What follows belongs to an exercise in optimizing a design on an open flow for small area and a short achievable clock period; a production flow would make more cautious choices.
RTL that was checked went through simulation tests only; none was proved equivalent to the original.
The RTL of runs 1 and 2 was laid out without a check of its function.
Power and IR drop assume default switching activity.

## flow/config.mk

```make
export PLATFORM = sky130hd
export DESIGN_NAME = i2c_slave_intf
export DESIGN_NICKNAME = i2c_slave_intf
export VERILOG_FILES = /design/flow/design.v
export SDC_FILE = /design/flow/constraint.sdc
export NUM_CORES = 4
export LEC_CHECK = 0
export CAP_MARGIN = 20
export CORE_MARGIN = 2
export CORE_UTILIZATION = 60
export CTS_CLUSTER_DIAMETER = 120
export CTS_CLUSTER_SIZE = 28
export PLACE_DENSITY = 0.72
export SETUP_SLACK_MARGIN = 3.0
export SLEW_MARGIN = 20
```

## flow/constraint.sdc

```tcl
create_clock -name core_clock -period 5.5 [get_ports {clk}]
set_input_delay 1.1000 -clock core_clock [delete_from_list [all_inputs] [get_ports {clk}]]
set_output_delay 1.1000 -clock core_clock [all_outputs]
set_load 0.01 [all_outputs]
```

## flow/design.v

```verilog
package i2c_slave_pkg;
    localparam int unsigned ADDR_W = 7;
    typedef logic [7:0] byte_t;
endpackage
module i2c_byte_fifo (
    input  logic         clk,
    input  logic         rst_n,
    input  logic         wr_en_i,
    input  logic [7:0]   wdata_i,
    input  logic         rd_en_i,
    input  logic         flush_i,
    output logic [7:0]   rdata_o,
    output logic         rvalid_o,
    output logic [8:0]   count_o,
    output logic         empty_o,
    output logic         full_o,
    output logic         ovf_o,
    output logic         udf_o
);
    logic [7:0]    wptr_q, wptr_d;           
    logic [7:0]    fptr_q, fptr_d;           
    logic [31:0]   fcol_q, fcol_d;           
    logic [7:0]    frow_q, frow_d;           
    logic          fetch_q, fetch_d;         
    logic [63:0]   part_q, part_d;           
    logic [7:0]    prow_q;                   
    logic [1:0]    qn_q, qn_d;               
    logic [7:0]    q0_q, q1_q, q2_q, q0_d, q1_d, q2_d;
    logic [8:0]    count_q, count_d;
    logic          empty_q, empty_d, full;
    logic [7:0]    rdata_q, rdata_d;
    logic          rvalid_q, ovf_q, ovf_d, udf_q, udf_d;
    logic [2047:0] mem_q;
    logic       push, pop, cnt_is1, ram_nz, bypass, to_ram, issue;
    logic [1:0] qa, qb;
    logic [7:0] fbyte;
    assign full    = count_q[8];
    assign cnt_is1 = (count_q == 9'd1);
    assign pop     = rd_en_i & ~empty_q & ~flush_i;
    assign push    = wr_en_i & (~full | pop) & ~flush_i;
    assign ram_nz = (wptr_q != fptr_q);
    assign qa     = qn_q - {1'b0, pop};
    assign qb     = qa + {1'b0, fetch_q};
    assign bypass = push & ~ram_nz & (qb != 2'd3);
    assign to_ram = push & ~bypass;
    assign issue  = ram_nz & (qb != 2'd3);
    always_comb begin
        fbyte = '0;
        for (int r = 0; r < 8; r++) begin
            fbyte = fbyte | (part_q[r*8 +: 8] & {8{prow_q[r]}});
        end
    end
    always_comb begin
        logic [7:0] grp;
        for (int r = 0; r < 8; r++) begin
            grp = '0;
            for (int c = 0; c < 32; c++) begin
                grp = grp | (mem_q[(32*r+c)*8 +: 8] & {8{fcol_q[c]}});
            end
            part_d[r*8 +: 8] = grp;
        end
    end
    always_comb begin
        logic [7:0] k0, k1, k2, nx0, nx1;
        k0 = pop ? q1_q : q0_q;
        k1 = pop ? q2_q : q1_q;
        k2 = q2_q;
        nx0 = fetch_q ? fbyte : wdata_i;
        nx1 = wdata_i;
        case (qa)
            2'd0: begin q0_d = nx0; q1_d = nx1; q2_d = q2_q; end
            2'd1: begin q0_d = k0;  q1_d = nx0; q2_d = nx1;  end
            2'd2: begin q0_d = k0;  q1_d = k1;  q2_d = nx0;  end
            default: begin q0_d = k0; q1_d = k1; q2_d = k2; end
        endcase
    end
    always_comb begin
        wptr_d  = wptr_q;
        fptr_d  = fptr_q;
        fcol_d  = fcol_q;
        frow_d  = frow_q;
        fetch_d = 1'b0;
        qn_d    = qn_q;
        count_d = count_q;
        empty_d = empty_q;
        ovf_d   = ovf_q;
        udf_d   = udf_q;
        if (flush_i) begin
            wptr_d  = '0;
            fptr_d  = '0;
            fcol_d  = 32'd1;
            frow_d  = 8'd1;
            qn_d    = '0;
            count_d = '0;
            empty_d = 1'b1;
            ovf_d   = 1'b0;
            udf_d   = 1'b0;
        end else begin
            qn_d = qb + {1'b0, bypass};
            if (to_ram) wptr_d = wptr_q + 8'd1;
            if (issue) begin
                fetch_d = 1'b1;
                fptr_d  = fptr_q + 8'd1;
                fcol_d  = {fcol_q[30:0], fcol_q[31]};
                if (fcol_q[31]) frow_d = {frow_q[6:0], frow_q[7]};
            end
            if (push && !pop) begin
                count_d = count_q + 9'd1;
                empty_d = 1'b0;
            end else if (pop && !push) begin
                count_d = count_q - 9'd1;
                empty_d = cnt_is1;
            end
            if (rd_en_i && empty_q) udf_d = 1'b1;
            if (wr_en_i && !push)   ovf_d = 1'b1;
        end
    end
    assign rdata_d = pop ? q0_q : rdata_q;
    always_ff @(posedge clk or negedge rst_n) begin
        if (!rst_n) begin
            wptr_q   <= '0;
            fptr_q   <= '0;
            fcol_q   <= 32'd1;
            frow_q   <= 8'd1;
            fetch_q  <= 1'b0;
            qn_q     <= '0;
            count_q  <= '0;
            empty_q  <= 1'b1;
            rdata_q  <= '0;
            rvalid_q <= 1'b0;
            ovf_q    <= 1'b0;
            udf_q    <= 1'b0;
        end else begin
            wptr_q   <= wptr_d;
            fptr_q   <= fptr_d;
            fcol_q   <= fcol_d;
            frow_q   <= frow_d;
            fetch_q  <= fetch_d;
            qn_q     <= qn_d;
            count_q  <= count_d;
            empty_q  <= empty_d;
            rdata_q  <= rdata_d;
            rvalid_q <= pop;
            ovf_q    <= ovf_d;
            udf_q    <= udf_d;
        end
    end
    always_ff @(posedge clk) begin
        part_q <= part_d;
        prow_q <= frow_q;
        q0_q   <= q0_d;
        q1_q   <= q1_d;
        q2_q   <= q2_d;
    end
    always_ff @(posedge clk) begin
        for (int i = 0; i < 256; i++) begin
            if (wptr_q == 8'(i)) mem_q[i*8 +: 8] <= wdata_i;
        end
    end
    assign rdata_o  = rdata_q;
    assign rvalid_o = rvalid_q;
    assign count_o  = count_q;
    assign empty_o  = empty_q;
    assign full_o   = full;
    assign ovf_o    = ovf_q;
    assign udf_o    = udf_q;
endmodule
module i2c_slave_intf
#(
    parameter int unsigned G_SLAVE_I2C_FIFO_WIDTH = 256,
    parameter logic [6:0]  G_SLAVE_ADDR_RST       = 7'h00,
    localparam int unsigned W                     = $clog2(G_SLAVE_I2C_FIFO_WIDTH)
) (
    input  logic         clk,
    input  logic         rst_n,
    input  logic         addr_wr_i,
    input  logic [6:0]   addr_wdata_i,
    output logic [6:0]   slave_addr_o,
    input  logic         rx_wr_en_i,
    input  logic [7:0]   rx_wdata_i,
    input  logic         rx_rd_en_i,
    output logic [7:0]   rx_rdata_o,
    output logic         rx_rvalid_o,
    input  logic         rx_flush_i,
    output logic [W:0]   rx_count_o,
    output logic         rx_empty_o,
    output logic         rx_full_o,
    output logic         rx_ovf_o,
    output logic         rx_udf_o,
    input  logic         tx_wr_en_i,
    input  logic [7:0]   tx_wdata_i,
    input  logic         tx_rd_en_i,
    output logic [7:0]   tx_rdata_o,
    output logic         tx_rvalid_o,
    input  logic         tx_flush_i,
    output logic [W:0]   tx_count_o,
    output logic         tx_empty_o,
    output logic         tx_full_o,
    output logic         tx_ovf_o,
    output logic         tx_udf_o
);
    logic [6:0] slave_addr_q;
    always_ff @(posedge clk or negedge rst_n) begin
        if (!rst_n) begin
            slave_addr_q <= G_SLAVE_ADDR_RST;
        end else if (addr_wr_i) begin
            slave_addr_q <= addr_wdata_i;
        end
    end
    assign slave_addr_o = slave_addr_q;
    i2c_byte_fifo u_rx_fifo (
        .clk      (clk),
        .rst_n    (rst_n),
        .wr_en_i  (rx_wr_en_i),
        .wdata_i  (rx_wdata_i),
        .rd_en_i  (rx_rd_en_i),
        .flush_i  (rx_flush_i),
        .rdata_o  (rx_rdata_o),
        .rvalid_o (rx_rvalid_o),
        .count_o  (rx_count_o),
        .empty_o  (rx_empty_o),
        .full_o   (rx_full_o),
        .ovf_o    (rx_ovf_o),
        .udf_o    (rx_udf_o)
    );
    i2c_byte_fifo u_tx_fifo (
        .clk      (clk),
        .rst_n    (rst_n),
        .wr_en_i  (tx_wr_en_i),
        .wdata_i  (tx_wdata_i),
        .rd_en_i  (tx_rd_en_i),
        .flush_i  (tx_flush_i),
        .rdata_o  (tx_rdata_o),
        .rvalid_o (tx_rvalid_o),
        .count_o  (tx_count_o),
        .empty_o  (tx_empty_o),
        .full_o   (tx_full_o),
        .ovf_o    (tx_ovf_o),
        .udf_o    (tx_udf_o)
    );
endmodule
```

## flow/run.sh

```bash
#!/bin/bash
# synth_recipe.tcl (not shown) runs the flow's synth.tcl, then flattens the netlist and writes it again
# the make line also repeats each setting of config.mk as NAME=value (left out here)
make -C /OpenROAD-flow-scripts/flow DESIGN_CONFIG=/design/flow/config.mk WORK_HOME=/design/flow/orfs CLKGATE_MAP_FILE= SYNTH_SCRIPT=/design/flow/synth_recipe.tcl finish
```

==> Flow_metrics.wiki, run 1 <==
{| class="wikitable"
! Metric !! Value
|-
| Run status || finished clean
|-
| Clk slew on worst S/H paths || 110 ps
|-
| Final HPWL DP || 283,000 µm
|-
| Total Negative Setup Slacks || 0 ps
|-
| Endpoint kind of the worst setup timing path || flop
|-
| Syn Nets || 9,129
|-
| Reg area || 132,000 µm²
|-
| H-tree Lvls || 4
|-
| Worst Path Required || 6070 ps
|-
| Largest area contributor in the synthesized netlist || sky130_fd_sc_hd__edfxtp_1
|-
| Sum of routed wire length over all layers || 528,000 µm
|-
| Count of final setup violators || 0
|-
| Net count of the finished layout || 9,215
|-
| Worst hold margin || 206 ps
|-
| Worst min-delay path class || in -> async
|-
| Setup repair after global routing missed its margin || yes
|-
| Slew at the pin closest to its max-slew limit || 1150 ps
|-
| Seq/Total Area, Yosys || 81.8%
|-
| Port bufs || 82
|-
| Detailed-router iteration count before antenna repair || 9
|-
| Clock tree from TritonCTS || built
|-
| Crit-path slowest cell || sky130_fd_sc_hd__dfrtp_1
|-
| Syn_area_per_cell || 17.7 µm²
|-
| Worst-path fanout max || 12
|-
| Wire length per cell || 41.1 µm
|-
| Placer's final routability congestion estimate || 0.921
|-
| Core Region || 267,000 µm²
|-
| Maximum clock path buffer count || 4
|-
| Sequence of cells on the critical path || nor2b_2, nand2_1, buf_4, nor2_4
|-
| Footprint of the multi-input gates || 31,800 µm²
|-
| Crit path kind || reg -> reg
|-
| Tot Pwr || 0.0620 W
|-
| Vias post-DR || 98,655
|-
| Hold violation count in the final report || 0
|-
| Cells after Synth || 9,069
|-
| Filler cell count || 16,799
|-
| Minimum period implied by the final worst setup slack || 2870 ps
|-
| Row cnt || 190
|-
| Area growth from synthesis to layout || 11.4%
|-
| Remaining number of nets flagged by the antenna check after routing || 0
|-
| Most area-consuming cells after synthesis || sky130_fd_sc_hd__edfxtp_1 (77%), sky130_fd_sc_hd__a22oi_1 (9.7%), sky130_fd_sc_hd__dfrtp_1 (2.5%)
|-
| Top-Level Pins || 83
|-
| Post-route clock period utilization || 52.2%
|-
| Number of warnings issued by yosys || 2
|-
| Source-to-sink clock delay at the later pin of the worst-skew pair || 950 ps
|-
| Ratio of cells with drive above 1 in the final layout || 16.4%
|-
| CP Data Arrival Time || 3440 ps
|-
| Leakage Power || 53.6 nW
|-
| Endpoint of the worst setup timing path || u_tx_fifo.mem_q[1338]
|-
| DRC violations left || 0
|-
| RR Startpoint || u_tx_fifo.wptr_q[2]
|-
| Number of synthesized flops with an enable pin || 4,144
|-
| Die area || 272,000 µm²
|-
| Clk Tree Root Cell || sky130_fd_sc_hd__clkbuf_16
|-
| Family of cells with the greatest summed delay on the critical path || simple AND/OR/NAND/NOR gates
|-
| Most instantiated flip-flop cell in the synthesis netlist || sky130_fd_sc_hd__edfxtp_1
|-
| Antenna violations before repair || 34
|-
| Number of DRC violations after detailed-routing iteration 0 || 20,675
|-
| Buffers & Inverters on Critical Path || 1
|-
| Critical path launch point || u_tx_fifo.wptr_q[2]
|-
| CP startpoint kind || flop
|-
| Vias in the first global route || 91,470
|-
| Count of unique library cells instantiated by Yosys || 69
|-
| Largest vdd supply drop || 268 µV
|-
| F_max || 0.348 GHz
|-
| DIE WIDTH || 522 µm
|-
| Reg2Reg Depth || 4
|-
| Async set-or-reset flop fraction in the synthesized netlist || 3.75%
|-
| Stages on the worst setup path || 4
|-
| Share of the synthesized area in the top cell type || 77.4%
|-
| Cts hold-fix bufs || 0
|-
| Pin count of the biggest net entering global routing || 201
|-
| Layout Skew || 73.4 ps
|-
| Num Clock Sinks || 4,455
|-
| Number of max-cap violations || 0
|-
| Capture instance of the worst register-to-register path || u_tx_fifo.mem_q[1338]
|-
| Chip Height || 522 µm
|-
| Routed vias/inst || 7.68
|-
| CTS buffer count || 185
|-
| Wire length of the first global-routing pass || 717,000 µm
|-
| Worst slew margin relative to its limit || 23.2%
|-
| Register bit count reported by yosys || 4,455
|-
| Worst-case register-to-register setup slack || 2630 ps
|-
| Total power density per cell area || 346 nW/µm²
|-
| Total overflow reported by the global router || 0
|-
| Total Routing Usage GR || 37.8%
|-
| Critical Path Max Stage Delay || 710 ps
|-
| Final number of max-transition violations || 0
|-
| Summed instance area of the synthesized netlist || 161,000 µm²
|-
| Initial standard-cell utilization of the core || 60.1%
|}
-- cell families after synthesis --
logic type,after synthesis,share of synthesized area (%)
DFF,4455,81.8
AOI/OAI and AO/OA,2230,10.4
and+or+nand+nor,1573,5.00
buffers and inverters,614,1.46
muxes,130,0.853
xor gates and xnor gates,39,0.231
adders and majority gates,28,0.218
-- cells in the final DEF, fill, tap and decap left out, types with 86 or more instances in the layout --
cell                        instances
sky130_fd_sc_hd__clkbuf_16        188
sky130_fd_sc_hd__buf_6            105
sky130_fd_sc_hd__edfxtp_1        4144
sky130_fd_sc_hd__a22oi_1         2052
sky130_fd_sc_hd__buf_12            86
sky130_fd_sc_hd__buf_4            208
sky130_fd_sc_hd__or4_1            118
sky130_fd_sc_hd__nand2_1           86
sky130_fd_sc_hd__nand4_1          523
sky130_fd_sc_hd__clkbuf_1         114
sky130_fd_sc_hd__nor2_4           460
sky130_fd_sc_hd__dfxtp_1          144
sky130_fd_sc_hd__nor2_1           153
-- registers in the layout, summed over array words and instances (netlist names), 9 cells and up --
| register | flops |
|---|---|
| u_rx_fifo.part_q | 64 |
| u_rx_fifo.count_q | 9 |
| u_rx_fifo.fcol_q | 32 |
| u_rx_fifo.mem_q | 2048 |
| u_tx_fifo.mem_q | 2048 |
| u_tx_fifo.part_q | 64 |
| u_tx_fifo.count_q | 9 |
| u_tx_fifo.fcol_q | 32 |
-- what timing repair did --
item                                     CTS  global route
resized for setup                       1346           189
gates cloned                               5             1
endpoints found under the setup margin  4412          2142
pin swaps                                 36            51
endpoints found under the hold margin      0             0
setup buffers                            137            91
-- report_power, final --
part	internal, W	leakage, nW	switching [W]
Combinational	0.00248	10.5	0.00436
Clock	0.00646	2.46	0.00991
Sequential	0.0380	40.6	0.000822
-- worst min-delay path by stage --
stage                        start                    to  slack, ps  cells after the start
2_1_floorplan  u_tx_fifo.frow_q[1]   u_tx_fifo.prow_q[1]        370                      0
3_3_place_gp   u_rx_fifo.frow_q[1]   u_rx_fifo.prow_q[1]        380                      0
3_5_place_dp   u_rx_fifo.frow_q[1]   u_rx_fifo.prow_q[1]        390                      0
4_1_cts                      rst_n  u_rx_fifo.rdata_q[3]        230                      1
5_1_grt                      rst_n  u_rx_fifo.rdata_q[3]        280                      1
6_report                     rst_n  u_rx_fifo.rdata_q[3]        210                      1
-- synthesized netlist by cell type (6+ instances only) --
cell / number
sky130_fd_sc_hd__nor2_1: 649
sky130_fd_sc_hd__or4_1: 136
sky130_fd_sc_hd__dfstp_2: 6
sky130_fd_sc_hd__buf_1: 133
sky130_fd_sc_hd__buf_2: 8
sky130_fd_sc_hd__nand2_1: 127
sky130_fd_sc_hd__nor3_1: 12
sky130_fd_sc_hd__mux2_2: 52
sky130_fd_sc_hd__a21oi_1: 38
sky130_fd_sc_hd__xnor2_1: 23
sky130_fd_sc_hd__edfxtp_1: 4144
sky130_fd_sc_hd__dfxtp_1: 144
sky130_fd_sc_hd__or3_1: 9
sky130_fd_sc_hd__a221oi_1: 32
sky130_fd_sc_hd__o21ai_0: 10
sky130_fd_sc_hd__a31oi_1: 19
sky130_fd_sc_hd__nand4_1: 523
sky130_fd_sc_hd__mux2i_1: 75
sky130_fd_sc_hd__nand2b_1: 9
sky130_fd_sc_hd__ha_1: 28
sky130_fd_sc_hd__o31ai_1: 9
sky130_fd_sc_hd__a22oi_1: 2066
sky130_fd_sc_hd__xor2_1: 14
sky130_fd_sc_hd__clkbuf_1: 444
sky130_fd_sc_hd__nor4_1: 6
sky130_fd_sc_hd__inv_1: 22
sky130_fd_sc_hd__a22o_1: 33
sky130_fd_sc_hd__nor2b_1: 31
sky130_fd_sc_hd__nand3_1: 45
sky130_fd_sc_hd__dfrtp_1: 161
-- metal layers --
| layer | routed length, µm | GRT usage [%] | part of all wire, % | vias to the layer above |
|---|---|---|---|---|
| met1 | 173000 | 52.0 | 33 | 49120 |
| li1 | - | - | - | 37405 |
| met4 | 27500 | 16.5 | 5.2 | 32 |
| met3 | 99200 | 14.0 | 19 | 1725 |
| met5 | 227 | 0 | 0.043 | - |
| met2 | 228000 | 54.4 | 43 | 10373 |
-- stage by stage --
stage | util, % | instances | setup slack [ps] | instance area (µm²)
6_report | 67.0 | 12853 | 2630 | 179000
5_1_grt | 67.0 | 12826 | 2630 | 179000
4_1_cts | 66.2 | 12732 | 2650 | 177000
3_5_place_dp | 62.1 | 12286 | 1120 | 166000
3_3_place_gp | 62.1 | 12282 | 1150 | 166000
2_1_floorplan | - | 9069 | 2080 | 161000
-- layout make-up --
class / instances / share of cell area, %
clock inverter: 3 / 0.0349
multi-input combinational: 4003 / 17.8
sequential: 4455 / 73.6
clock buffer: 301 / 2.85
inverter: 23 / 0.0594
tap: 3552 / 2.48
timing repair buffer: 487 / 3.14
antenna: 29 / 0.0405
==> run 2: changes to the inputs <==
--- a/flow/design.v
+++ b/flow/design.v
@@ -31,19 +31,21 @@
     logic [7:0]    rdata_q, rdata_d;
     logic          rvalid_q, ovf_q, ovf_d, udf_q, udf_d;
     logic [2047:0] mem_q;
-    logic       push, pop, cnt_is1, ram_nz, bypass, to_ram, issue;
-    logic [1:0] qa, qb;
+    logic       push, pop, cnt_is1, ram_nz, bypass, to_ram, issue, full3, room;
+    logic [1:0] qa, qnf;
     logic [7:0] fbyte;
     assign full    = count_q[8];
     assign cnt_is1 = (count_q == 9'd1);
     assign pop     = rd_en_i & ~empty_q & ~flush_i;
     assign push    = wr_en_i & (~full | pop) & ~flush_i;
     assign ram_nz = (wptr_q != fptr_q);
+    assign qnf    = qn_q + {1'b0, fetch_q};
+    assign full3  = (qnf == 2'd3);
+    assign room   = ~full3 | pop;
     assign qa     = qn_q - {1'b0, pop};
-    assign qb     = qa + {1'b0, fetch_q};
-    assign bypass = push & ~ram_nz & (qb != 2'd3);
-    assign to_ram = push & ~bypass;
-    assign issue  = ram_nz & (qb != 2'd3);
+    assign bypass = push & ~ram_nz & room;
+    assign to_ram = push & (ram_nz | ~room);
+    assign issue  = ram_nz & room;
     always_comb begin
         fbyte = '0;
         for (int r = 0; r < 8; r++) begin
@@ -96,7 +98,7 @@
             ovf_d   = 1'b0;
             udf_d   = 1'b0;
         end else begin
-            qn_d = qb + {1'b0, bypass};
+            qn_d = qnf - {1'b0, pop} + {1'b0, bypass};
             if (to_ram) wptr_d = wptr_q + 8'd1;
             if (issue) begin
                 fetch_d = 1'b1;
==> run 2 against run 1 <==
  * Highest routed layer unchanged
  * Global-route usage is 0.94 points higher
  * Synthesized cell count shrank 0.24%
  * Largest power group unchanged
  * Still clean on timing, DRC and antenna
  * Flip-flop and latch count did not move
  * Utilization fell by 0.42 points
  * Critical endpoint is now u_rx_fifo.mem_q[1562]
  * First-iteration DRC count shrank 1.1%
  * Non-clock buffer count shrank 3
  * Via count barely moved
==> Flow_metrics.wiki, run 2 <==
{| class="wikitable"
! Metric !! Value
|-
| Worst Path Required || 6040 ps
|-
| Number of synthesized flops with an enable pin || 4,144
|-
| CTS buffer count || 177
|-
| Antenna violations before repair || 30
|-
| Worst-case register-to-register setup slack || 2320 ps
|-
| Wire length per cell || 41.8 µm
|-
| Syn_area_per_cell || 17.8 µm²
|-
| Routed vias/inst || 7.70
|-
| Num Clock Sinks || 4,455
|-
| Pin count of the biggest net entering global routing || 220
|-
| Source-to-sink clock delay at the later pin of the worst-skew pair || 940 ps
|-
| Reg area || 132,000 µm²
|-
| Switching power share of the total || 24.9%
|-
| Sequential fraction of design power || 62.7%
|-
| Number of max-cap violations || 0
|-
| Clk Tree Root Cell || sky130_fd_sc_hd__clkbuf_16
|-
| Sequence of cells on the critical path || nor2_1, nand3_1, nor2_1
|-
| Cells after Synth || 9,047
|-
| DIE WIDTH || 521 µm
|-
| Total overflow reported by the global router || 0
|-
| Crit path kind || reg -> reg
|-
| Footprint of the multi-input gates || 30,300 µm²
|-
| Total Routing Usage GR || 38.7%
|-
| Final HPWL DP || 293,000 µm
|-
| Worst-path fanout max || 16
|-
| Largest area contributor in the synthesized netlist || sky130_fd_sc_hd__edfxtp_1
|-
| Final number of max-transition violations || 0
|-
| Number of warnings issued by yosys || 2
|-
| H-tree Lvls || 4
|-
| Tot Pwr || 0.0619 W
|-
| Cts hold-fix bufs || 0
|-
| Area growth from synthesis to layout || 10.1%
|-
| Most used cells in the layout excluding fill and tap cells || sky130_fd_sc_hd__edfxtp_1 (4,144), sky130_fd_sc_hd__a22oi_1 (2,049), sky130_fd_sc_hd__nand4_1 (525), sky130_fd_sc_hd__nor2_4 (304), sky130_fd_sc_hd__buf_4 (267)
|-
| Hold violation count in the final report || 0
|-
| Most frequently used cell type in the post-synthesis netlist || sky130_fd_sc_hd__edfxtp_1
|-
| Minimum period implied by the final worst setup slack || 3180 ps
|-
| P_sw || 0.0154 W
|-
| Wire length of the first global-routing pass || 729,000 µm
|-
| Register bit count reported by yosys || 4,455
|-
| Net count of the finished layout || 9,175
|-
| Top-Level Pins || 83
|-
| Gate power share || 10.9%
|-
| Initial standard-cell utilization of the core || 60.4%
|-
| Reg2Reg Depth || 3
|-
| Most instantiated flip-flop cell in the synthesis netlist || sky130_fd_sc_hd__edfxtp_1
|-
| Placer's final routability congestion estimate || 0.958
|-
| Detailed-router iteration count before antenna repair || 12
|-
| F_max || 0.314 GHz
|-
| Int Power || 0.0465 W
|-
| Proportion of power drawn by the clock network || 26.4%
|-
| Seq/Total Area, Yosys || 81.8%
|-
| Number of DRC violations after detailed-routing iteration 0 || 20,448
|-
| Chip Height || 521 µm
|-
| Leading post-synthesis cells by instance count || sky130_fd_sc_hd__edfxtp_1 (4,144), sky130_fd_sc_hd__a22oi_1 (2,067), sky130_fd_sc_hd__nor2_1 (653)
|-
| Async set-or-reset flop fraction in the synthesized netlist || 3.75%
|-
| Count of final setup violators || 0
|-
| Worst-case setup margin in the final layout || 2320 ps
|-
| Largest vdd supply drop || 369 µV
|-
| Endpoint kind of the worst setup timing path || flop
|-
| Run status || finished clean
|-
| Die area || 272,000 µm²
|-
| Count of unique library cells instantiated by Yosys || 62
|-
| Filler cell count || 17,059
|-
| Critical Path Max Stage Delay || 1110 ps
|-
| DRC violations left || 0
|-
| Worst Setup Slack post-DPL || 1510 ps
|-
| Remaining number of nets flagged by the antenna check after routing || 0
|-
| Ratio of cells with drive above 1 in the final layout || 15.1%
|-
| Post-Route Utilization || 66.6%
|-
| Summed instance area of the synthesized netlist || 161,000 µm²
|-
| Share of the synthesized area in the top cell type || 77.4%
|-
| Worst slew margin relative to its limit || 14.2%
|-
| Crit-path slowest cell || sky130_fd_sc_hd__nor2_1
|-
| Row cnt || 189
|-
| Leakage Power || 53.2 nW
|-
| Clock tree from TritonCTS || built
|-
| Most common cell after layout, fill and taps aside || sky130_fd_sc_hd__edfxtp_1
|-
| Most frequent cell on the critical path || sky130_fd_sc_hd__nor2_1
|-
| Slew at the pin closest to its max-slew limit || 1280 ps
|-
| Core Region || 266,000 µm²
|-
| Worst hold margin || 32.4 ps
|-
| Total power density per cell area || 350 nW/µm²
|-
| Post-route clock period utilization || 57.9%
|-
| Syn Nets || 9,107
|-
| Most area-consuming cells after synthesis || sky130_fd_sc_hd__edfxtp_1 (77%), sky130_fd_sc_hd__a22oi_1 (9.7%), sky130_fd_sc_hd__dfrtp_1 (2.5%)
|-
| Vias in the first global route || 92,041
|-
| Clk slew on worst S/H paths || 110 ps
|-
| Sum of routed wire length over all layers || 536,000 µm
|-
| Port bufs || 82
|-
| Setup repair after global routing missed its margin || yes
|-
| Largest registers || u_rx_fifo.mem_q x2048, u_tx_fifo.mem_q x2048
|-
| Vias post-DR || 98,644
|-
| CP Data Arrival Time || 3730 ps
|-
| Total Negative Setup Slacks || 0 ps
|-
| Worst min-delay path class || in -> async
|-
| Maximum clock path buffer count || 3
|-
| Layout Skew || 57.1 ps
|-
| CP startpoint kind || flop
|}
[run 2: final timing paths]
kind,from,end
worst min register to register,u_tx_fifo.frow_q[0],u_tx_fifo.prow_q[0]
min in group core_clock,u_tx_fifo.frow_q[0],u_tx_fifo.prow_q[0]
worst max-delay path,u_rx_fifo.wptr_q[4],u_rx_fifo.mem_q[1562]
worst max register to register,u_rx_fifo.wptr_q[4],u_rx_fifo.mem_q[1562]
worst min-delay path,rst_n,u_rx_fifo.fcol_q[31]
max in group asynchronous,rst_n,u_rx_fifo.wptr_q[6]
[run 2: metrics by stage]
| step | cells | instance area, µm² |
|---|---|---|
| finish | 12818 | 177000 |
| floorplan | 9047 | 161000 |
| CTS | 12722 | 176000 |
| global route | 12794 | 177000 |
| detailed placement | 12256 | 166000 |
| global placement | 12255 | 166000 |
[run 2: cells by family after synthesis]
logic type	after synthesis	share of synthesized area, %
AO/OA/AOI/OAI	2234	10.4
multiplexers	141	0.924
buffers and inverters	626	1.50
adder cells (fa/ha/maj)	28	0.218
XOR/XNOR	44	0.240
flip-flops	4455	81.8
AND/OR/NAND/NOR	1519	4.84
[run 2: power groups by stage]
stage                     clock network [W]  logic, W  registers (W)
after floorplan                           0   0.00317         0.0390
after global placement                    0   0.00538         0.0396
after detailed placement                  0   0.00548         0.0397
after CTS                            0.0162   0.00617         0.0388
after global routing                 0.0172   0.00679         0.0388
final                                0.0164   0.00673         0.0388
[run 2: cell type report]
cell class | instances | area share, %
multi-input combinational | 3968 | 17.1
timing repair buffer | 484 | 2.89
sequential | 4455 | 74.5
antenna | 25 | 0.0354
clock inverter | 15 | 0.163
clock buffer | 309 | 2.78
tap | 3533 | 2.50
inverter | 29 | 0.0742
[run 2: timing repair]
action,4_1_cts,5_1_grt
gates resized for setup,1031,150
setup endpoints to repair,4237,2870
setup buffers,141,68
gates cloned,1,1
pin swaps,16,8
[run 2: metal layers]
layer	up-vias	wire length [µm]	global-route usage (%)
met2	10318	237000	57.3
met5	-	109	0
met4	16	46400	26.3
met3	2142	83900	11.4
met1	48884	169000	50.0
li1	37284	-	-
[run 2: worst max-delay path: cells and delay by family (launching register included)]
kind,cells,cell delay (ps)
flops,1,580
simple gates,3,2240
==> run 3: changes to the inputs <==
--- a/flow/design.v
+++ b/flow/design.v
@@ -17,8 +17,8 @@
     output logic         ovf_o,
     output logic         udf_o
 );
-    logic [7:0]    wptr_q, wptr_d;           
-    logic [7:0]    fptr_q, fptr_d;           
+    logic [31:0]   wcoln_q, wcoln_d;         
+    logic [7:0]    wrown_q, wrown_d;         
     logic [31:0]   fcol_q, fcol_d;           
     logic [7:0]    frow_q, frow_d;           
     logic          fetch_q, fetch_d;         
@@ -34,11 +34,14 @@
     logic       push, pop, cnt_is1, ram_nz, bypass, to_ram, issue, full3, room;
     logic [1:0] qa, qnf;
     logic [7:0] fbyte;
+    logic [8:0] cnt_inc, cnt_dec;
+    assign cnt_inc = count_q + 9'd1;
+    assign cnt_dec = count_q - 9'd1;
     assign full    = count_q[8];
     assign cnt_is1 = (count_q == 9'd1);
     assign pop     = rd_en_i & ~empty_q & ~flush_i;
     assign push    = wr_en_i & (~full | pop) & ~flush_i;
-    assign ram_nz = (wptr_q != fptr_q);
+    assign ram_nz = (count_q != {7'd0, qnf});
     assign qnf    = qn_q + {1'b0, fetch_q};
     assign full3  = (qnf == 2'd3);
     assign room   = ~full3 | pop;
@@ -77,8 +80,8 @@
         endcase
     end
     always_comb begin
-        wptr_d  = wptr_q;
-        fptr_d  = fptr_q;
+        wcoln_d = wcoln_q;
+        wrown_d = wrown_q;
         fcol_d  = fcol_q;
         frow_d  = frow_q;
         fetch_d = 1'b0;
@@ -88,8 +91,8 @@
         ovf_d   = ovf_q;
         udf_d   = udf_q;
         if (flush_i) begin
-            wptr_d  = '0;
-            fptr_d  = '0;
+            wcoln_d = ~32'd1;
+            wrown_d = ~8'd1;
             fcol_d  = 32'd1;
             frow_d  = 8'd1;
             qn_d    = '0;
@@ -99,18 +102,20 @@
             udf_d   = 1'b0;
         end else begin
             qn_d = qnf - {1'b0, pop} + {1'b0, bypass};
-            if (to_ram) wptr_d = wptr_q + 8'd1;
+            if (to_ram) begin
+                wcoln_d = {wcoln_q[30:0], wcoln_q[31]};
+                if (!wcoln_q[31]) wrown_d = {wrown_q[6:0], wrown_q[7]};
+            end
             if (issue) begin
                 fetch_d = 1'b1;
-                fptr_d  = fptr_q + 8'd1;
                 fcol_d  = {fcol_q[30:0], fcol_q[31]};
                 if (fcol_q[31]) frow_d = {frow_q[6:0], frow_q[7]};
             end
+            count_d = ({9{push & ~pop}} & cnt_inc) | ({9{pop & ~push}} & cnt_dec) |
+                      ({9{~(push ^ pop)}} & count_q);
             if (push && !pop) begin
-                count_d = count_q + 9'd1;
                 empty_d = 1'b0;
             end else if (pop && !push) begin
-                count_d = count_q - 9'd1;
                 empty_d = cnt_is1;
             end
             if (rd_en_i && empty_q) udf_d = 1'b1;
@@ -120,8 +125,8 @@
     assign rdata_d = pop ? q0_q : rdata_q;
     always_ff @(posedge clk or negedge rst_n) begin
         if (!rst_n) begin
-            wptr_q   <= '0;
-            fptr_q   <= '0;
+            wcoln_q  <= ~32'd1;
+            wrown_q  <= ~8'd1;
             fcol_q   <= 32'd1;
             frow_q   <= 8'd1;
             fetch_q  <= 1'b0;
@@ -133,8 +138,8 @@
             ovf_q    <= 1'b0;
             udf_q    <= 1'b0;
         end else begin
-            wptr_q   <= wptr_d;
-            fptr_q   <= fptr_d;
+            wcoln_q  <= wcoln_d;
+            wrown_q  <= wrown_d;
             fcol_q   <= fcol_d;
             frow_q   <= frow_d;
             fetch_q  <= fetch_d;
@@ -155,8 +160,10 @@
         q2_q   <= q2_d;
     end
     always_ff @(posedge clk) begin
-        for (int i = 0; i < 256; i++) begin
-            if (wptr_q == 8'(i)) mem_q[i*8 +: 8] <= wdata_i;
+        for (int r = 0; r < 8; r++) begin
+            for (int c = 0; c < 32; c++) begin
+                if (!(wrown_q[r] || wcoln_q[c])) mem_q[(32*r+c)*8 +: 8] <= wdata_i;
+            end
         end
     end
     assign rdata_o  = rdata_q;
--- a/flow/config.mk
+++ b/flow/config.mk
@@ -11,5 +11,5 @@
 export CTS_CLUSTER_DIAMETER = 120
 export CTS_CLUSTER_SIZE = 28
 export PLACE_DENSITY = 0.72
-export SETUP_SLACK_MARGIN = 3.0
+export SETUP_SLACK_MARGIN = 2.9
 export SLEW_MARGIN = 20
==> run 3 against run 2 <==
  * Routed wire length shrank 0.68%
  * First-iteration DRC count shrank 1.5%
  * Register-to-register slack gained 460 ps
  * Synthesized area grew 1.1%
  * Critical path depth shrank 2
  * Utilization shrank 2.1 points
  * Sequential power grew 3%
==> Flow_metrics.wiki, run 3 <==
{| class="wikitable"
! Metric !! Value
|-
| Seq/Total Area, Yosys || 81.8%
|-
| DRC violations left || 0
|-
| Filler cell count || 17,898
|-
| Vias post-DR || 97,927
|-
| Port bufs || 82
|-
| Hold violation count in the final report || 0
|-
| Maximum clock path buffer count || 4
|-
| Worst-path fanout max || 5
|-
| Worst hold margin || 120 ps
|-
| Worst min-delay path class || in -> async
|-
| Layout Skew || 52.4 ps
|-
| Count of unique library cells instantiated by Yosys || 57
|-
| Most common cell after layout, fill and taps aside || sky130_fd_sc_hd__edfxtp_1
|-
| Family of cells with the greatest summed delay on the critical path || flip-flops
|-
| Crit-path slowest cell || sky130_fd_sc_hd__dfstp_2
|-
| Pin count of the biggest net entering global routing || 204
|-
| Sequence of cells on the critical path || buf_6
|-
| Total power density per cell area || 358 nW/µm²
|-
| Most used cells in the layout excluding fill and tap cells || sky130_fd_sc_hd__edfxtp_1 (4,144), sky130_fd_sc_hd__a22oi_1 (2,048), sky130_fd_sc_hd__nor2_1 (537), sky130_fd_sc_hd__nand4_1 (515), sky130_fd_sc_hd__clkbuf_16 (189)
|-
| Critical Path Max Stage Delay || 610 ps
|-
| Share of the synthesized area in the top cell type || 76.6%
|-
| Core Region || 270,000 µm²
|-
| H-tree Lvls || 4
|-
| Gate power share || 9.3%
|-
| Initial standard-cell utilization of the core || 60.1%
|-
| Register bit count reported by yosys || 4,503
|-
| Ratio of cells with drive above 1 in the final layout || 9.71%
|-
| Vias in the first global route || 91,511
|-
| Final HPWL DP || 291,000 µm
|-
| Setup repair after global routing missed its margin || yes
|-
| Total Negative Setup Slacks || 0 ps
|-
| Most area-consuming cells after synthesis || sky130_fd_sc_hd__edfxtp_1 (77%), sky130_fd_sc_hd__a22oi_1 (9.5%), sky130_fd_sc_hd__dfrtp_1 (2.0%)
|-
| Sum of routed wire length over all layers || 533,000 µm
|-
| RR Startpoint || u_tx_fifo.fcol_q[3]
|-
| CTS buffer count || 186
|-
| Total overflow reported by the global router || 0
|-
| Largest vdd supply drop || 292 µV
|-
| Syn_area_per_cell || 17.7 µm²
|-
| Clk Tree Root Cell || sky130_fd_sc_hd__clkbuf_16
|-
| Die area || 275,000 µm²
|-
| Wire length of the first global-routing pass || 717,000 µm
|-
| Count of final setup violators || 0
|-
| P_sw || 0.0154 W
|-
| Buffers & Inverters on Critical Path || 1
|-
| Run status || finished clean
|-
| Row cnt || 191
|-
| Leading post-synthesis cells by instance count || sky130_fd_sc_hd__edfxtp_1 (4,144), sky130_fd_sc_hd__a22oi_1 (2,048), sky130_fd_sc_hd__nor2_1 (627)
|-
| Number of synthesized flops with an enable pin || 4,144
|-
| Worst Path Required || 4400 ps
|-
| Critical path launch point || u_tx_fifo.empty_q
|-
| Antenna violations before repair || 27
|-
| CP startpoint kind || flop
|-
| F_max || 0.364 GHz
|-
| Minimum period implied by the final worst setup slack || 2750 ps
|-
| Net count of the finished layout || 9,095
|-
| Placer's final routability congestion estimate || 0.948
|-
| Crit path kind || reg -> out
|-
| Largest registers || u_rx_fifo.mem_q x2048, u_tx_fifo.mem_q x2048
|-
| Async set-or-reset flop fraction in the synthesized netlist || 4.77%
|-
| Area growth from synthesis to layout || 7.21%
|-
| Chip Height || 524 µm
|-
| Number of warnings issued by yosys || 2
|-
| Most instantiated flip-flop cell in the synthesis netlist || sky130_fd_sc_hd__edfxtp_1
|-
| Final number of max-transition violations || 0
|-
| Endpoint kind of the worst setup timing path || output pin
|-
| Cells after Synth || 9,175
|-
| Top-Level Pins || 83
|-
| Total Routing Usage GR || 37.8%
|-
| Worst slew margin relative to its limit || 13.5%
|-
| Proportion of power drawn by the clock network || 26.7%
|-
| DIE WIDTH || 524 µm
|-
| Routed vias/inst || 7.66
|-
| Number of DRC violations after detailed-routing iteration 0 || 20,141
|-
| Number of max-cap violations || 0
|-
| Clock tree from TritonCTS || built
|-
| Remaining number of nets flagged by the antenna check after routing || 0
|-
| Switching power share of the total || 24.7%
|-
| Leakage Power || 52.7 nW
|-
| Sequential fraction of design power || 64.0%
|-
| Int Power || 0.0469 W
|-
| Wire length per cell || 41.6 µm
|-
| CP Data Arrival Time || 1650 ps
|-
| Most frequently used cell type in the post-synthesis netlist || sky130_fd_sc_hd__edfxtp_1
|-
| Summed instance area of the synthesized netlist || 162,000 µm²
|-
| Source-to-sink clock delay at the later pin of the worst-skew pair || 960 ps
|-
| Largest area contributor in the synthesized netlist || sky130_fd_sc_hd__edfxtp_1
|-
| Post-route clock period utilization || 50.0%
|-
| Num Clock Sinks || 4,503
|-
| Slew at the pin closest to its max-slew limit || 1290 ps
|-
| Syn Nets || 9,229
|-
| Detailed-router iteration count before antenna repair || 9
|-
| Clk slew on worst S/H paths || 120 ps
|}
[run 3: changes by cell type in the layout (fill, tap and decap cells not counted), moves of 19 or more]
cell	change
sky130_fd_sc_hd__nor2_1	+346
sky130_fd_sc_hd__nor2_4	-302
sky130_fd_sc_hd__buf_4	-87
sky130_fd_sc_hd__a22o_1	+78
sky130_fd_sc_hd__dfstp_2	+76
sky130_fd_sc_hd__nor2_2	-70
sky130_fd_sc_hd__a211oi_1	+58
sky130_fd_sc_hd__a21oi_1	+41
sky130_fd_sc_hd__mux2i_1	-41
sky130_fd_sc_hd__buf_12	-39
sky130_fd_sc_hd__dfrtp_1	-28
sky130_fd_sc_hd__xnor2_1	-27
sky130_fd_sc_hd__nand2b_1	+23
sky130_fd_sc_hd__mux2_2	-19
[run 3: cells by family after synthesis]
family	Yosys count	synth area share, %
adders and majority gates	22	0.169
AOI/OAI and AO/OA	2418	11.2
muxes	81	0.529
and+or+nand+nor	1433	4.58
DFF	4503	81.8
xor gates and xnor gates	14	0.0924
buffers and inverters	704	1.70
[run 3: timing repair]
action                                 in CTS  in global routing
endpoints found under the hold margin       0                  0
hold buffers                                0                  0
cloned                                      0                  2
setup endpoints to repair                 289                237
pin swaps                                   3                  5
gates resized for setup                   293                 57
setup buffers                              46                 29
[run 3: layer usage]
metal	share of wire [%]	track usage, %	up-vias
met5	0.041	0	-
met4	8.0	24.4	30
met3	15	10.6	2038
met2	45	57.4	9710
met1	32	48.3	48843
li1	-	-	37306
[run 3: worst paths after layout]
check                                            end  slack (ps)  depth (start not counted)
worst min-delay path                 u_rx_fifo.udf_q         120                          1
worst max-delay path                      tx_empty_o        2750                          1
worst max register to register   u_tx_fifo.part_q[8]        2780                          4
worst min register to register   u_tx_fifo.prow_q[1]         390                          0
min in group core_clock          u_tx_fifo.prow_q[1]         390                          0
max in group asynchronous       u_rx_fifo.fcol_q[19]        4210                          2
[run 3: power by group through the flow]
stage / Sequential [W] / Clock (W) / Combinational [W]
after global routing: 0.0398 / 0.0176 / 0.00595
final: 0.0399 / 0.0166 / 0.00580
after CTS: 0.0397 / 0.0165 / 0.00538
after detailed placement: 0.0405 / 0 / 0.00518
after floorplan: 0.0394 / 0 / 0.00314
after global placement: 0.0405 / 0 / 0.00503
[run 3: through the flow]
step / utilization (%) / worst slack [ps] / power [W] / instances / cell area (µm²)
6_report: 64.5 / 2750 / 0.0623 / 12790 / 174000
5_1_grt: 64.5 / 2730 / 0.0633 / 12761 / 174000
4_1_cts: 64.1 / 2740 / 0.0616 / 12713 / 173000
3_5_place_dp: 61.9 / 1510 / 0.0457 / 12332 / 167000
3_3_place_gp: 61.8 / 1620 / 0.0455 / 12320 / 167000
2_1_floorplan: - / 2310 / 0.0425 / 9175 / 163000
[run 3: cell type report]
class	count	area, µm²	share of cell area, %
flip-flops and latches	4503	133000	76.4
repair buffers	358	3600	2.07
inverters	22	124	0.0711
multi-input cells	3970	27500	15.8
clock inverters	3	40.0	0.0230
diodes	32	80.1	0.0460
clock buffers	332	5270	3.02
well taps	3570	4470	2.57
==> run 4: changes to the inputs <==
--- a/flow/config.mk
+++ b/flow/config.mk
@@ -11,5 +11,5 @@
 export CTS_CLUSTER_DIAMETER = 120
 export CTS_CLUSTER_SIZE = 28
 export PLACE_DENSITY = 0.72
-export SETUP_SLACK_MARGIN = 2.9
+export SETUP_SLACK_MARGIN = 2.75
 export SLEW_MARGIN = 20
==> run 4 against run 3 <==
  * Cell count fell by 0.20%
  * Via count fell by 0.63%
  * Utilization fell by 0.28 points
  * Die area did not move
  * Clock power barely moved
  * Sequential share of layout area rose by 0.33 points
  * Global-route usage fell by 0.78 points
  * Synthesized area did not move
  * Sequential power barely moved
  * Final area fell by 0.43%
  * Clock skew fell by 12 ps
==> Flow_metrics.wiki, run 4 <==
{| class="wikitable"
! Metric !! Value
|-
| Final HPWL DP || 290,000 µm
|-
| Worst min-delay path class || in -> async
|-
| CP Data Arrival Time || 3600 ps
|-
| Tot Pwr || 0.0622 W
|-
| Count of unique library cells instantiated by Yosys || 57
|-
| Endpoint kind of the worst setup timing path || flop
|-
| Source-to-sink clock delay at the later pin of the worst-skew pair || 950 ps
|-
| DRC violations left || 0
|-
| Leading post-synthesis cells by instance count || sky130_fd_sc_hd__edfxtp_1 (4,144), sky130_fd_sc_hd__a22oi_1 (2,048), sky130_fd_sc_hd__nor2_1 (627)
|-
| Compound-Gate Fraction of Synth Area || 11.2%
|-
| Total Negative Setup Slacks || 0 ps
|-
| Total overflow reported by the global router || 0
|-
| Adder-Cell Fraction of Synth Area || 0.169%
|-
| Worst-path fanout max || 38
|-
| Switching power share of the total || 24.6%
|-
| Largest registers || u_rx_fifo.mem_q x2048, u_tx_fifo.mem_q x2048
|-
| Syn_area_per_cell || 17.7 µm²
|-
| Sequential fraction of design power || 63.9%
|-
| CP startpoint kind || flop
|-
| Vias post-DR || 97,310
|-
| Xor/xnor share of the synthesized area || 0.0924%
|-
| Largest area contributor in the synthesized netlist || sky130_fd_sc_hd__edfxtp_1
|-
| F_max || 0.356 GHz
|-
| Largest vdd supply drop || 363 µV
|-
| Run status || finished clean
|-
| Layout Skew || 40.7 ps
|-
| Total power density per cell area || 359 nW/µm²
|-
| Chip Height || 524 µm
|-
| Maximum clock path buffer count || 4
|-
| Leakage Power || 52.4 nW
|-
| Wire length per cell || 40.4 µm
|-
| Minimum period implied by the final worst setup slack || 2810 ps
|-
| CTS buffer count || 186
|-
| Initial standard-cell utilization of the core || 60.1%
|-
| Summed instance area of the synthesized netlist || 162,000 µm²
|-
| Port bufs || 82
|-
| Number of DRC violations after detailed-routing iteration 0 || 19,363
|-
| Most frequently used cell type in the post-synthesis netlist || sky130_fd_sc_hd__edfxtp_1
|-
| Die area || 275,000 µm²
|-
| Crit path kind || reg -> reg
|-
| Row cnt || 191
|-
| Proportion of power drawn by the clock network || 26.8%
|-
| Gate power share || 9.2%
|-
| Final number of max-transition violations || 0
|-
| Int Power || 0.0469 W
|-
| Placer's final routability congestion estimate || 0.953
|-
| Area share of and/or/nand/nor cells after synthesis || 4.58%
|-
| Reg area || 133,000 µm²
|-
| Post-route clock period utilization || 51.0%
|-
| Core Region || 270,000 µm²
|-
| Post-Route Utilization || 64.2%
|-
| Num Clock Sinks || 4,503
|-
| Filler cell count || 18,085
|-
| Seq/Total Area, Yosys || 81.8%
|-
| Remaining number of nets flagged by the antenna check after routing || 0
|-
| Number of max-cap violations || 0
|-
| Count of final setup violators || 0
|-
| Most common cell after layout, fill and taps aside || sky130_fd_sc_hd__edfxtp_1
|-
| P_sw || 0.0153 W
|-
| Routed vias/inst || 7.62
|-
| Ratio of cells with drive above 1 in the final layout || 9.05%
|-
| Worst hold margin || 171 ps
|-
| Pin count of the biggest net entering global routing || 194
|-
| Setup repair after global routing missed its margin || yes
|-
| Post-synthesis mux area share || 0.529%
|-
| DIE WIDTH || 524 µm
|-
| Top-Level Pins || 83
|-
| Cells after Synth || 9,175
|-
| Most used cells in the layout excluding fill and tap cells || sky130_fd_sc_hd__edfxtp_1 (4,144), sky130_fd_sc_hd__a22oi_1 (2,048), sky130_fd_sc_hd__nor2_1 (537), sky130_fd_sc_hd__nand4_1 (515), sky130_fd_sc_hd__buf_4 (234)
|-
| Number of synthesized flops with an enable pin || 4,144
|-
| Total Routing Usage GR || 37.0%
|-
| Most area-consuming cells after synthesis || sky130_fd_sc_hd__edfxtp_1 (77%), sky130_fd_sc_hd__a22oi_1 (9.5%), sky130_fd_sc_hd__dfrtp_1 (2.0%)
|-
| Area growth from synthesis to layout || 6.74%
|-
| Async set-or-reset flop fraction in the synthesized netlist || 4.77%
|-
| Footprint of the multi-input gates || 27,400 µm²
|-
| Sum of routed wire length over all layers || 515,000 µm
|-
| Number of warnings issued by yosys || 2
|-
| Net count of the finished layout || 9,078
|-
| Clk slew on worst S/H paths || 110 ps
|-
| Most instantiated flip-flop cell in the synthesis netlist || sky130_fd_sc_hd__edfxtp_1
|-
| H-tree Lvls || 4
|-
| Syn Nets || 9,229
|-
| Hold violation count in the final report || 0
|-
| Share of the synthesized area in the top cell type || 76.6%
|-
| Worst slew margin relative to its limit || 14.5%
|-
| Wire length of the first global-routing pass || 706,000 µm
|-
| Clk Tree Root Cell || sky130_fd_sc_hd__clkbuf_16
|-
| Register bit count reported by yosys || 4,503
|-
| Vias in the first global route || 91,015
|-
| Worst Path Required || 6300 ps
|-
| Slew at the pin closest to its max-slew limit || 1280 ps
|-
| Clock tree from TritonCTS || built
|-
| Main combinational cell family by area after synthesis || compound AO/OA/AOI/OAI gates
|-
| Antenna violations before repair || 30
|-
| Detailed-router iteration count before antenna repair || 10
|}
==> run 4: changes by cell type in the layout (fill, tap and decap cells not counted), moves of 3 or more <==
cell | before | now
sky130_fd_sc_hd__buf_2 | 24 | 4
sky130_fd_sc_hd__clkdlybuf4s15_1 | 0 | 21
sky130_fd_sc_hd__diode_2 | 32 | 21
sky130_fd_sc_hd__buf_8 | 5 | 2
sky130_fd_sc_hd__buf_16 | 3 | 0
sky130_fd_sc_hd__inv_1 | 14 | 18
sky130_fd_sc_hd__clkbuf_2 | 0 | 11
sky130_fd_sc_hd__buf_4 | 180 | 234
sky130_fd_sc_hd__ha_1 | 8 | 12
sky130_fd_sc_hd__dlygate4sd2_1 | 0 | 13
sky130_fd_sc_hd__buf_12 | 34 | 11
sky130_fd_sc_hd__buf_6 | 84 | 15
sky130_fd_sc_hd__ha_4 | 9 | 5
==> run 4: final cells by class <==
cell class                      count  share of cell area [%]
Antenna cell                       21                  0.0303
Clock buffer                      334                    3.07
Clock inverter                      3                  0.0144
Inverter                           22                  0.0650
Multi-Input combinational cell   3970                    15.8
Sequential cell                  4503                    76.8
Tap cell                         3570                    2.58
Timing Repair Buffer              341                    1.69
==> run 4: per-layer routing <==
metal,track usage (%),routed length [µm]
met5,0,178
met4,22.1,38200
met3,9.04,76500
met2,56.8,234000
met1,48.5,166000
==> run 4: what timing repair did <==
item / in CTS / in global routing
resized for setup: 124 / 39
endpoints found under the setup margin: 195 / 146
hold buffers: 0 / 0
setup buffers: 32 / 9
pin swaps: 1 / 5
endpoints found under the hold margin: 0 / 0
gates cloned: 1 / 1
==> run 4: worst paths after layout <==
kind / to / startpoint / cells past startpoint / slack, ps
worst max-delay path: u_tx_fifo.part_q[55] / u_tx_fifo.fcol_q[0] / 4 / 2690
worst min-delay path: u_rx_fifo.udf_q / rst_n / 1 / 170
worst max register to register: u_tx_fifo.part_q[55] / u_tx_fifo.fcol_q[0] / 4 / 2690
worst min register to register: u_tx_fifo.prow_q[6] / u_tx_fifo.frow_q[6] / 0 / 390
max in group asynchronous: u_tx_fifo.fcol_q[6] / rst_n / 2 / 4160
min in group core_clock: u_tx_fifo.prow_q[6] / u_tx_fifo.frow_q[6] / 0 / 390
==> run 4: critical path, stage by stage, from the launching register on <==
cell and delay [ps]:
sky130_fd_sc_hd__dfstp_4 950, sky130_fd_sc_hd__buf_4 850, sky130_fd_sc_hd__a22oi_1 240, sky130_fd_sc_hd__nand4_1 180, sky130_fd_sc_hd__or4_1 390
==> run 4: logic make-up after synthesis <==
logic type	count (synthesis)
xor gates and xnor gates	14
DFF	4503
AOI/OAI and AO/OA	2418
adders and majority gates	22
buffers and inverters	704
and+or+nand+nor	1433
muxes	81
==> run 4: power by group through the flow <==
| stage | combinational [W] | sequential, W | clock [W] |
|---|---|---|---|
| after floorplan | 0.00314 | 0.0394 | 0 |
| after global placement | 0.00514 | 0.0404 | 0 |
| after detailed placement | 0.00529 | 0.0404 | 0 |
| after CTS | 0.00540 | 0.0396 | 0.0165 |
| after global routing | 0.00590 | 0.0397 | 0.0176 |
| final | 0.00574 | 0.0397 | 0.0167 |
==> run 4: per-stage QoR <==
stage | setup slack [ps] | cell area, µm² | instances
after floorplan | 2310 | 163000 | 9175
after global placement | 1720 | 167000 | 12340
after detailed placement | 1650 | 167000 | 12348
after CTS | 2630 | 173000 | 12718
after global routing | 2680 | 173000 | 12746
final | 2690 | 173000 | 12764
==> run 5: changes to the inputs <==
--- a/flow/config.mk
+++ b/flow/config.mk
@@ -7,9 +7,9 @@
 export LEC_CHECK = 0
 export CAP_MARGIN = 20
 export CORE_MARGIN = 2
-export CORE_UTILIZATION = 60
+export CORE_UTILIZATION = 55
 export CTS_CLUSTER_DIAMETER = 120
 export CTS_CLUSTER_SIZE = 28
-export PLACE_DENSITY = 0.72
-export SETUP_SLACK_MARGIN = 2.75
+export PLACE_DENSITY = 0.68
+export SETUP_SLACK_MARGIN = 2.85
 export SLEW_MARGIN = 20
==> run 5 against run 4 <==
  * Die area grew 9.0%
  * Non-clock buffer count rose by 33
  * Cell count grew 2.8%
  * Fmax up 0.17%
  * Synthesized cell count unchanged
  * Largest cell class unchanged
  * Final area grew 0.48%
  * Still clean on timing, DRC and antenna
  * Utilization down 4.9 points
  * Synthesized area unchanged
  * First-iteration DRC count is 0.14% lower
==> Flow_metrics.wiki, run 5 <==
{| class="wikitable"
! Metric !! Value
|-
| Clock tree from TritonCTS || built
|-
| Number of max-cap violations || 0
|-
| Count of final setup violators || 0
|-
| Post-route clock period utilization || 50.9%
|-
| Largest area contributor in the synthesized netlist || sky130_fd_sc_hd__edfxtp_1
|-
| Routing usage on met2 || 53.4%
|-
| Crit path kind || reg -> reg
|-
| Post-synthesis mux area share || 0.529%
|-
| Final number of max-transition violations || 0
|-
| Source-to-sink clock delay at the later pin of the worst-skew pair || 950 ps
|-
| Remaining number of nets flagged by the antenna check after routing || 0
|-
| Hold violation count in the final report || 0
|-
| Area growth from synthesis to layout || 7.25%
|-
| Wire length of the first global-routing pass || 721,000 µm
|-
| Leakage Power || 52.7 nW
|-
| Most used cells in the layout excluding fill and tap cells || sky130_fd_sc_hd__edfxtp_1 (4,144), sky130_fd_sc_hd__a22oi_1 (2,048), sky130_fd_sc_hd__nor2_1 (525), sky130_fd_sc_hd__nand4_1 (515), sky130_fd_sc_hd__buf_4 (233)
|-
| Vias in the first global route || 90,626
|-
| Largest registers || u_rx_fifo.mem_q x2048, u_tx_fifo.mem_q x2048
|-
| Die area || 300,000 µm²
|-
| Syn_area_per_cell || 17.7 µm²
|-
| Compound-Gate Fraction of Synth Area || 11.2%
|-
| Number of synthesized flops with an enable pin || 4,144
|-
| Total Negative Setup Slacks || 0 ps
|-
| Cells after Synth || 9,175
|-
| Layout Skew || 58.9 ps
|-
| Chip Height || 547 µm
|-
| Pin count of the biggest net entering global routing || 209
|-
| Adder-Cell Fraction of Synth Area || 0.169%
|-
| Vias post-DR || 97,202
|-
| Slew at the pin closest to its max-slew limit || 1270 ps
|-
| Layer with the highest usage || met2
|-
| Cts hold-fix bufs || 0
|-
| Net count of the finished layout || 9,113
|-
| Share of the synthesized area in the top cell type || 76.6%
|-
| Crit-path slowest cell || sky130_fd_sc_hd__a221oi_1
|-
| Maximum clock path buffer count || 4
|-
| Sum of routed wire length over all layers || 533,000 µm
|-
| Critical Path Max Stage Delay || 910 ps
|-
| Worst slew margin relative to its limit || 15.2%
|-
| Register bit count reported by yosys || 4,503
|-
| Setup repair after global routing missed its margin || yes
|-
| Minimum period implied by the final worst setup slack || 2800 ps
|-
| Clk Tree Root Cell || sky130_fd_sc_hd__clkbuf_16
|-
| Wire length per cell || 40.6 µm
|-
| GR met1 Demand/Resource || 45.1%
|-
| Port bufs || 82
|-
| H-tree Lvls || 4
|-
| Antenna violations before repair || 20
|-
| Row cnt || 199
|-
| Worst-path fanout max || 8
|-
| Worst-case register-to-register setup slack || 2700 ps
|-
| Largest vdd supply drop || 344 µV
|-
| Detailed-router iteration count before antenna repair || 19
|-
| Global-route track usage on met3 || 8.22%
|-
| DRC violations left || 0
|-
| Main combinational cell family by area after synthesis || compound AO/OA/AOI/OAI gates
|-
| Syn Nets || 9,229
|-
| Buffers & Inverters on Critical Path || 0
|-
| Placer's final routability congestion estimate || 0.954
|-
| F_max || 0.357 GHz
|-
| Worst min-delay path class || in -> async
|-
| Async set-or-reset flop fraction in the synthesized netlist || 4.77%
|-
| Total overflow reported by the global router || 0
|-
| Run status || finished clean
|-
| Final HPWL DP || 295,000 µm
|-
| Summed instance area of the synthesized netlist || 162,000 µm²
|-
| Top-Level Pins || 83
|-
| Worst-case setup margin in the final layout || 2700 ps
|-
| Num Clock Sinks || 4,503
|-
| Xor/xnor share of the synthesized area || 0.0924%
|-
| Most frequently used cell type in the post-synthesis netlist || sky130_fd_sc_hd__edfxtp_1
|-
| Core Region || 294,000 µm²
|-
| Ratio of cells with drive above 1 in the final layout || 10.0%
|-
| Number of warnings issued by yosys || 2
|-
| Worst hold margin || 99.4 ps
|-
| Most area-consuming cells after synthesis || sky130_fd_sc_hd__edfxtp_1 (77%), sky130_fd_sc_hd__a22oi_1 (9.5%), sky130_fd_sc_hd__dfrtp_1 (2.0%)
|-
| Sequence of cells on the critical path || a22o_1, a221oi_1, a31oi_1, mux2_2
|-
| Total Routing Usage GR || 34.5%
|-
| DIE WIDTH || 547 µm
|-
| Endpoint kind of the worst setup timing path || flop
|-
| Number of DRC violations after detailed-routing iteration 0 || 19,335
|-
| Total power density per cell area || 357 nW/µm²
|-
| CP Data Arrival Time || 3510 ps
|-
| Leading post-synthesis cells by instance count || sky130_fd_sc_hd__edfxtp_1 (4,144), sky130_fd_sc_hd__a22oi_1 (2,048), sky130_fd_sc_hd__nor2_1 (627)
|-
| CTS buffer count || 186
|-
| Area share of and/or/nand/nor cells after synthesis || 4.58%
|-
| Initial standard-cell utilization of the core || 55.3%
|-
| Worst Setup Slack post-DPL || 1560 ps
|-
| Routed vias/inst || 7.41
|-
| Count of unique library cells instantiated by Yosys || 57
|-
| Clk slew on worst S/H paths || 110 ps
|-
| Family of cells with the greatest summed delay on the critical path || compound AO/OA/AOI/OAI gates
|-
| Worst Path Required || 6210 ps
|-
| Seq/Total Area, Yosys || 81.8%
|-
| Most instantiated flip-flop cell in the synthesis netlist || sky130_fd_sc_hd__edfxtp_1
|-
| Most common cell after layout, fill and taps aside || sky130_fd_sc_hd__edfxtp_1
|-
| CP startpoint kind || flop
|}
[run 5: cell counts after synthesis]
Identical to the previous run, type by type.
[run 5: through the flow]
stage | util [%] | instance area (µm²) | total power [W] | instances
finish | 59.3 | 174000 | 0.0622 | 13123
global route | 59.3 | 174000 | 0.0633 | 13103
CTS | 59.1 | 174000 | 0.0617 | 13075
detailed placement | 57.2 | 168000 | 0.0457 | 12717
global placement | 57.1 | 168000 | 0.0456 | 12702
floorplan | - | 163000 | 0.0425 | 9175
[run 5: repair_timing]
item	CTS	global route
pin swaps	8	2
setup buffers	42	17
resized for setup	273	33
setup endpoints to repair	263	129
gates cloned	4	0
[run 5: path summary, 6_finish.rpt]
kind,from,to,cells after the start
worst max-delay path,u_rx_fifo.prow_q[4],u_rx_fifo.q0_q[7],4
worst min-delay path,rst_n,slave_addr_q[2],1
worst max register to register,u_rx_fifo.prow_q[4],u_rx_fifo.q0_q[7],4
worst min register to register,u_rx_fifo.frow_q[1],u_rx_fifo.prow_q[1],0
max in group asynchronous,rst_n,u_rx_fifo.fcol_q[29],2
min in group core_clock,u_rx_fifo.frow_q[1],u_rx_fifo.prow_q[1],0
[run 5: power by group]
part	internal, W	leakage, nW	switching (W)
clock	0.00654	2.49	0.0101
combinational	0.00189	9.15	0.00398
sequential	0.0384	41.0	0.00136
total	0.0468	52.7	0.0154
[run 5: routing by layer]
metal | vias up | wire [µm]
met4 | 16 | 37400
met1 | 49241 | 177000
li1 | 37316 | -
met5 | - | 113
met2 | 8912 | 245000
met3 | 1717 | 73900
[run 5: worst reg2reg max path: stages, from the launching register on]
cell                       delay (ps)
sky130_fd_sc_hd__dfxtp_1          460
sky130_fd_sc_hd__a22o_1           300
sky130_fd_sc_hd__a221oi_1         910
sky130_fd_sc_hd__a31oi_1          510
sky130_fd_sc_hd__mux2_2           410
[run 5: final cells by class]
cell class	instances	area (µm²)
Antenna cell	21	52.6
Clock buffer	308	5180
Clock inverter	4	48.8
Fill cell	21326	120000
Inverter	22	113
Multi-Input combinational cell	3972	27500
Sequential cell	4503	133000
Tap cell	3919	4900
Timing Repair Buffer	374	3330
[run 5: kinds of logic (layout without fill, tap and decap cells)]
kind of cell,Yosys count,count (layout)
AO/OA/AOI/OAI,2418,2420
other,0,21
AND/OR/NAND/NOR,1433,1435
multiplexers,81,81
buffers and inverters,704,708
adder cells (fa/ha/maj),22,22
flip-flops,4503,4503
XOR/XNOR,14,14

==> what the ideal ports hide <==
How much do the figures lean on ideal ports? The routed layouts below were timed once more, with nothing changed but the port constraints.
Step 1, drivers: a clkbuf_16 drives clk and a buf_2 each remaining input, both assumed.
Step 2 also shifts input and output timing later by t, the mid clock arrival at the registers, as if the neighbouring blocks saw the same clock.
Slacks: ideal ports / drivers / drivers and shift; pairs: ideal ports / drivers.
run | shift t [ns] | setup slack, ns | worst hold slack (ns) | latest minus earliest clock arrival (ns)
run 1 | 1.021 | 2.627 / 2.621 / 1.776 | 0.206 / 0.188 / 0.443 | 0.073 / 0.074
run 2 | 1.008 | 2.317 / 2.317 / 2.188 | 0.032 / -0.022 / 0.399 | 0.076 / 0.077
run 3 | 1.046 | 2.753 / 2.643 / 2.032 | 0.120 / 0.059 / 0.386 | 0.061 / 0.060
run 4 | 1.031 | 2.694 / 2.678 / 1.903 | 0.171 / 0.119 / 0.392 | 0.048 / 0.048
run 5 | 1.026 | 2.699 / 2.648 / 1.977 | 0.099 / 0.059 / 0.378 | 0.068 / 0.068
After both steps setup and hold are still met in every run listed. For run 1, which loses most, drivers alone change the setup slack by -0.006 ns; drivers and shift together by -0.851 ns.
